This is an optimization exercise on Yosys and OpenROAD, whose aim is small area, a short achievable clock period and few clock cycles per item, not a production implementation.
The RTL of this run was laid out without a check of its function.
Power figures rest on the tool's default switching activity, not on a simulated workload.

File: config.mk
export PLATFORM = sky130hd
export DESIGN_NAME = mvu_top
export DESIGN_NICKNAME = mvu_top
export VERILOG_FILES = /design/flow/design.v
export SDC_FILE = /design/flow/constraint.sdc
export NUM_CORES = 4
export LEC_CHECK = 0
export ABC_CLOCK_PERIOD_IN_PS = 3000
export CAP_MARGIN = 20
export CORE_MARGIN = 2
export CORE_UTILIZATION = 60
export SETUP_SLACK_MARGIN = 2.0
export SLEW_MARGIN = 20
File: constraint.sdc
create_clock -name core_clock -period 5.5 [get_ports {clk}]
set_input_delay 1.1000 -clock core_clock [delete_from_list [all_inputs] [get_ports {clk}]]
set_output_delay 1.1000 -clock core_clock [all_outputs]
set_load 0.01 [all_outputs]
File: design.v
package mvu_cfg_pkg;
    typedef logic [6-1:0] bank_addr_t;    
    typedef logic [4-1:0]   prec_t;         
    typedef logic [10-1:0] cntdwn_t;       
    typedef struct packed {
        bank_addr_t ibaseaddr;       
        bank_addr_t wbaseaddr;       
        bank_addr_t istride;         
        bank_addr_t wstride;         
        prec_t      iprecision;      
        prec_t      wprecision;      
        logic       d_signed;        
        logic       w_signed;        
        cntdwn_t    countdown;       
    } job_cfg_t;
endpackage
package mvu_data_pkg;
    typedef logic [4-1:0] data_word_t;
    typedef logic [4*4-1:0] weight_word_t;
    typedef logic signed [32-1:0] acc_t;      
    typedef logic [4*32-1:0] acc_vec_t;
endpackage
`timescale 1ns/1ps
module mvu_top (
    input  logic         clk,
    input  logic         rst_n,
    input  logic         start,
    input  mvu_cfg_pkg::bank_addr_t   ibaseaddr,
    input  mvu_cfg_pkg::bank_addr_t   wbaseaddr,
    input  mvu_cfg_pkg::bank_addr_t   istride,
    input  mvu_cfg_pkg::bank_addr_t   wstride,
    input  mvu_cfg_pkg::prec_t        iprecision,
    input  mvu_cfg_pkg::prec_t        wprecision,
    input  logic         d_signed,
    input  logic         w_signed,
    input  mvu_cfg_pkg::cntdwn_t      countdown,
    input  logic         wrc_en,
    input  mvu_cfg_pkg::bank_addr_t   wrc_addr,
    input  mvu_data_pkg::data_word_t   wrc_word,
    output logic         wrc_grnt,
    input  logic         rdc_en,
    input  mvu_cfg_pkg::bank_addr_t   rdc_addr,
    output mvu_data_pkg::data_word_t   rdc_word,
    output logic         rdc_grnt,
    input  logic         wrw_en,
    input  mvu_cfg_pkg::bank_addr_t   wrw_addr,
    input  mvu_data_pkg::weight_word_t wrw_word,
    output logic         done,
    output logic         irq,
    output mvu_data_pkg::acc_t         result_0,
    output mvu_data_pkg::acc_t         result_1,
    output mvu_data_pkg::acc_t         result_2,
    output mvu_data_pkg::acc_t         result_3
);
    localparam int NDP = 8;          
    localparam int DW  = 17;         
    localparam int W   = 32;
    logic [64*4-1:0]  dmem;          
    logic [64*16-1:0] wmem;          
    always_ff @(posedge clk) begin
        for (int i = 0; i < 64; i++) begin
            if (wrc_en && wrc_addr == 6'(i)) dmem[4*i +: 4]   <= wrc_word;
            if (wrw_en && wrw_addr == 6'(i)) wmem[16*i +: 16] <= wrw_word;
        end
    end
    function automatic logic [3:0] rd_d(input logic [64*4-1:0] m, input logic [5:0] a);
        logic [63:0] oh;
        oh   = 64'd1 << a;
        rd_d = '0;
        for (int i = 0; i < 64; i++) rd_d = rd_d | (m[4*i +: 4] & {4{oh[i]}});
    endfunction
    function automatic logic [15:0] rd_w(input logic [64*16-1:0] m, input logic [5:0] a);
        logic [63:0] oh;
        oh   = 64'd1 << a;
        rd_w = '0;
        for (int i = 0; i < 64; i++) rd_w = rd_w | (m[16*i +: 16] & {16{oh[i]}});
    endfunction
    logic          ph2;              
    logic [2:0]    g;                
    logic          neg_l, neg_h;     
    logic [5:0]    ib8_q, istride_q;    
    logic [5:0]    isa_q;            
    logic [3:0]    ip_q;
    logic          ds_q;
    logic [5:0]    ws2_q;            
    logic [5:0]    nal, nah;         
    logic [15:0]   wl, wh;           
    logic [DW-1:0] dv [4];           
    logic [W-1:0]  acc [4];
    logic          done_q, irq_q;
    logic [5:0] da [NDP];
    logic [3:0] dw [NDP];
    logic [2:0] m7;
    assign m7 = (iprecision >= 4'd7) ? 3'd7 : iprecision[2:0];
    for (genvar p = 0; p < NDP; p++) begin : g_dport
        logic [5:0] a1, a2;
        if (p < NDP - 1) begin : g_plain
            assign a1 = ibaseaddr + 6'(p) * istride;
            assign a2 = ib8_q + 6'(p) * istride_q;
        end else begin : g_sign
            assign a1 = ibaseaddr + 6'(m7) * istride;
            assign a2 = isa_q;
        end
        if (p == 0) begin : g_p0
            assign da[p] = ph2 ? a2 : (start ? a1 : rdc_addr);
        end else begin : g_pn
            assign da[p] = ph2 ? a2 : a1;
        end
        assign dw[p] = rd_d(dmem, da[p]);
    end
    logic [5:0] tal, tah;
    logic [15:0] rwl, rwh;
    assign tal = wbaseaddr + {wprecision[3:1], 1'b0} * wstride;
    assign tah = wbaseaddr + {wprecision[3:1], 1'b1} * wstride;
    assign rwl = rd_w(wmem, start ? tal : nal);
    assign rwh = rd_w(wmem, start ? tah : nah);
    logic       wv;                  
    logic       wfirst;              
    logic       xv, xfirst, xlast;   
    logic       advance;
    assign advance = wv & ~ph2;
    always_ff @(posedge clk) begin
        if (!rst_n) begin
            wv     <= 1'b0;
            xv     <= 1'b0;
            ph2    <= 1'b0;
            done_q <= 1'b0;
            irq_q  <= 1'b0;
        end else begin
            done_q <= xv & xlast;
            xv     <= advance & ~start;
            if (start) begin
                wv    <= 1'b1;
                ph2   <= iprecision[3];
                irq_q <= 1'b0;
            end else begin
                ph2 <= 1'b0;
                if (advance && g == 3'd0) wv <= 1'b0;
                if (xv && xlast) irq_q <= 1'b1;
            end
        end
    end
    always_ff @(posedge clk) begin
        if (start) begin
            ib8_q     <= ibaseaddr + {istride[2:0], 3'b000};
            isa_q     <= ibaseaddr + iprecision * istride;
            istride_q <= istride;
            ip_q      <= iprecision;
            ds_q      <= d_signed;
            ws2_q     <= {wstride[4:0], 1'b0};
            g         <= wprecision[3:1];
            wfirst    <= 1'b1;
            nal       <= tal - {wstride[4:0], 1'b0};
            nah       <= tah - {wstride[4:0], 1'b0};
            wl        <= rwl;
            wh        <= rwh & {16{wprecision[0]}};    
            neg_l     <= w_signed & ~wprecision[0];
            neg_h     <= w_signed & wprecision[0];
        end else if (advance && g != 3'd0) begin
            g      <= g - 3'd1;
            wfirst <= 1'b0;
            nal    <= nal - ws2_q;
            nah    <= nah - ws2_q;
            wl     <= rwl;
            wh     <= rwh;
            neg_l  <= 1'b0;
            neg_h  <= 1'b0;
        end
    end
    always_ff @(posedge clk) begin
        xfirst <= wfirst;            
        xlast  <= (g == 3'd0);
    end
    for (genvar k = 0; k < 4; k++) begin : g_del
        always_ff @(posedge clk) begin
            if (start) begin
                for (int b = 0; b < NDP - 1; b++)
                    dv[k][b] <= (4'(b) <= iprecision) ? dw[b][k] : (d_signed & dw[NDP-1][k]);
                dv[k][NDP-1] <= dw[NDP-1][k] & (iprecision >= 4'(NDP - 1) | d_signed);
                for (int b = NDP; b < DW; b++)
                    dv[k][b] <= d_signed & dw[NDP-1][k];
            end else begin
                if (rdc_en) dv[k][0] <= dw[0][k];
                if (ph2) begin
                    for (int b = 0; b < NDP - 1; b++)
                        dv[k][NDP+b] <= (4'(NDP + b) <= ip_q) ? dw[b][k] : (ds_q & dw[NDP-1][k]);
                    dv[k][2*NDP-1] <= dw[NDP-1][k] & ((ip_q == 4'd15) | ds_q);
                    dv[k][2*NDP]   <= ds_q & dw[NDP-1][k];
                end
            end
        end
    end
    localparam int XW = 22;
    localparam logic [W-1:0] KOFF = W'(12) << 16;
    function automatic logic [2*XW-1:0] csa(input logic [XW-1:0] a, input logic [XW-1:0] b,
                                            input logic [XW-1:0] c);
        logic [XW-1:0] s, cy;
        s  = a ^ b ^ c;
        cy = ((a & b) | (a & c) | (b & c)) << 1;
        csa = {cy, s};
    endfunction
    logic [DW-1:0] dnl [4];          
    logic [DW-1:0] dnh [4];          
    for (genvar k = 0; k < 4; k++) begin : g_dn
        assign dnl[k] = dv[k] ^ {DW{neg_l}};
        assign dnh[k] = dv[k] ^ {DW{neg_h}};
    end
    for (genvar j = 0; j < 4; j++) begin : g_lane
        logic [XW-1:0] op [9];
        logic [XW-1:0] s1, c1, s2, c2, s3, c3, s4, c4, s5, c5, s6, c6, s7, c7;
        logic [XW-1:0] xs, xc;       
        logic [W-1:0]  base;
        logic [3:0] cl, ch;
        for (genvar k = 0; k < 4; k++) begin : g_t
            logic [DW-1:0] vl, vh;
            assign vl = wl[4*j+k] ? dnl[k] : '0;
            assign vh = wh[4*j+k] ? dnh[k] : '0;
            assign op[k]     = XW'(vl ^ (DW'(1) << (DW-1)));
            assign op[4 + k] = XW'(vh ^ (DW'(1) << (DW-1))) << 1;
        end
        assign cl = wl[4*j +: 4] & {4{neg_l}};
        assign ch = wh[4*j +: 4] & {4{neg_h}};
        assign op[8] = XW'(cl[0] + cl[1] + cl[2] + cl[3]) + (XW'(ch[0] + ch[1] + ch[2] + ch[3]) << 1);
        assign {c1, s1} = csa(op[0], op[1], op[2]);
        assign {c2, s2} = csa(op[3], op[4], op[5]);
        assign {c3, s3} = csa(op[6], op[7], op[8]);
        assign {c4, s4} = csa(s1, c1, s2);
        assign {c5, s5} = csa(c2, s3, c3);
        assign {c6, s6} = csa(s4, c4, s5);
        assign {c7, s7} = csa(s6, c6, c5);
        always_ff @(posedge clk) begin
            xs <= s7;                
            xc <= c7;
        end
        assign base = xfirst ? '0 : (acc[j] << 2);
        always_ff @(posedge clk) begin
            if (!rst_n)  acc[j] <= '0;
            else if (xv) acc[j] <= base + W'(xs) + W'(xc) - KOFF;
        end
    end
    assign result_0 = acc[0];
    assign result_1 = acc[1];
    assign result_2 = acc[2];
    assign result_3 = acc[3];
    assign done     = done_q;
    assign irq      = irq_q;
    assign wrc_grnt = 1'b1;
    assign rdc_grnt = 1'b1;
    assign rdc_word = {dv[3][0], dv[2][0], dv[1][0], dv[0][0]};
endmodule
File: run.sh
#!/bin/bash
# synth_recipe.tcl (not shown) runs the flow's synth.tcl, then flattens the netlist and writes it again
# the make line also repeats each setting of config.mk as NAME=value (left out here)
make -C /OpenROAD-flow-scripts/flow DESIGN_CONFIG=/design/flow/config.mk WORK_HOME=/design/flow/orfs CLKGATE_MAP_FILE= SYNTH_SCRIPT=/design/flow/synth_recipe.tcl finish
==> results.yml <==
run_status:
  outcome: "did not finish"
  haltStage: "global routing (5_1_grt)"
  error: "[ERROR GRT-0116] Global routing finished with congestion. Check the congestion regions in the DRC Viewer."
grt:
  grt_usage: 0.846
  grt_pass1_wl_um: 1130000
  overflow: 692
  grt_start_max_net_pins: 74
  grt_pass1_vias: 133000
yosys:
  synthArstFlopShare: 0
  synth_cell_type_count: 92
  yosysWarnings: 11
  synth_ff_type: "edfxtp_1"
  synth.cell_area_um2: 112000
  ys_seq_area_frac: 0.433
  ys_seq_elements: 1717
  yosysTopAreaCell: "edfxtp_1"
  yosys-top-cells-area: "edfxtp_1 (38%), fa_1 (9.9%), dfxtp_1 (5.2%)"
  synth_area_per_cell_um2: 10.9
  synth.top_cell.area_share: 0.381
  synth_edf_count: 1425
  syn_inst: 10300
floorplan:
  start_util: 0.605
  core.rowCount: 158
  ioPinCount: 224
  die_height_um: 437
  chipWidth_um: 437
place:
  port_buffers: 211
  place.gp.congestion: 1.46
  dp_hpwl_um: 503000
clock_network:
  h-tree-depth: 4
  numCtsBuffers: 176
  cts_hold_buffers: 0
  clk_root_buffer_cell: "clkbuf_16"
  cts_num_sinks: 1717
  clock_path_buffers: 3
Yosys cell counts (all sizes together), types with 44 or more instances:
master and count:
edfxtp 1425, a22oi 710, inv 641, clkbuf 598
nand2 583, fa 556, and2 553, ha 439
nor2 417, a221oi 383, a22o 370, nand3 295
dfxtp 292, a21oi 277, buf 205, nor2b 202
nand4 197, xor2 185, a222oi 178, nor3 176
o21ai 158, mux2i 153, xnor2 142, a31oi 107
a21o 92, nand2b 76, and3 71, a2111oi 64
a32oi 57, a211oi 54, nor4 51, a32o 44
how the worst max path moves through the flow:
stage	to	start
after global placement	wl[9]	wprecision[3]
after floorplan	dv[2][10]	iprecision[3]
after detailed placement	wh[0]	wprecision[3]
after CTS	wh[0]	wstride[1]
power by group through the flow:
stage / Clock (W) / Combinational, W / Sequential (W)
CTS: 0.0127 / 0.0492 / 0.0172
detailed placement: 0 / 0.0463 / 0.0175
global placement: 0 / 0.0436 / 0.0174
floorplan: 0 / 0.0251 / 0.0170
logic make-up after synthesis:
kind of cell,synth area share
AND/OR/NAND/NOR,0.129
adder cells (fa/ha/maj),0.148
flip-flops,0.433
other,0.0000334
XOR/XNOR,0.0270
AO/OA/AOI/OAI,0.197
multiplexers,0.0173
buffers and inverters,0.0495
what timing repair did:
| item | in CTS |
|---|---|
| resized for setup | 362 |
| pin swaps | 146 |
| endpoints found under the setup margin | 347 |
| hold endpoints to repair | 0 |
| gates cloned | 9 |
| setup buffers | 124 |
per-layer routing:
| metal | GRT usage | overflow |
|---|---|---|
| met1 | 0.861 | 93 |
| met2 | 0.943 | 282 |
| met3 | 0.777 | 93 |
| met4 | 0.775 | 209 |
| met5 | 0.566 | 15 |
metrics by stage:
step / setup slack, ns / total power [W] / instance area, µm² / setup TNS [ns] / std cells
2_1_floorplan: -0.105 / 0.0421 / 114000 / -1.94 / 10300
3_3_place_gp: -1.35 / 0.0610 / 132000 / -98.82 / 13800
3_5_place_dp: -1.25 / 0.0638 / 132000 / -100.42 / 13800
4_1_cts: 0.216 / 0.0791 / 141000 / 0 / 14300
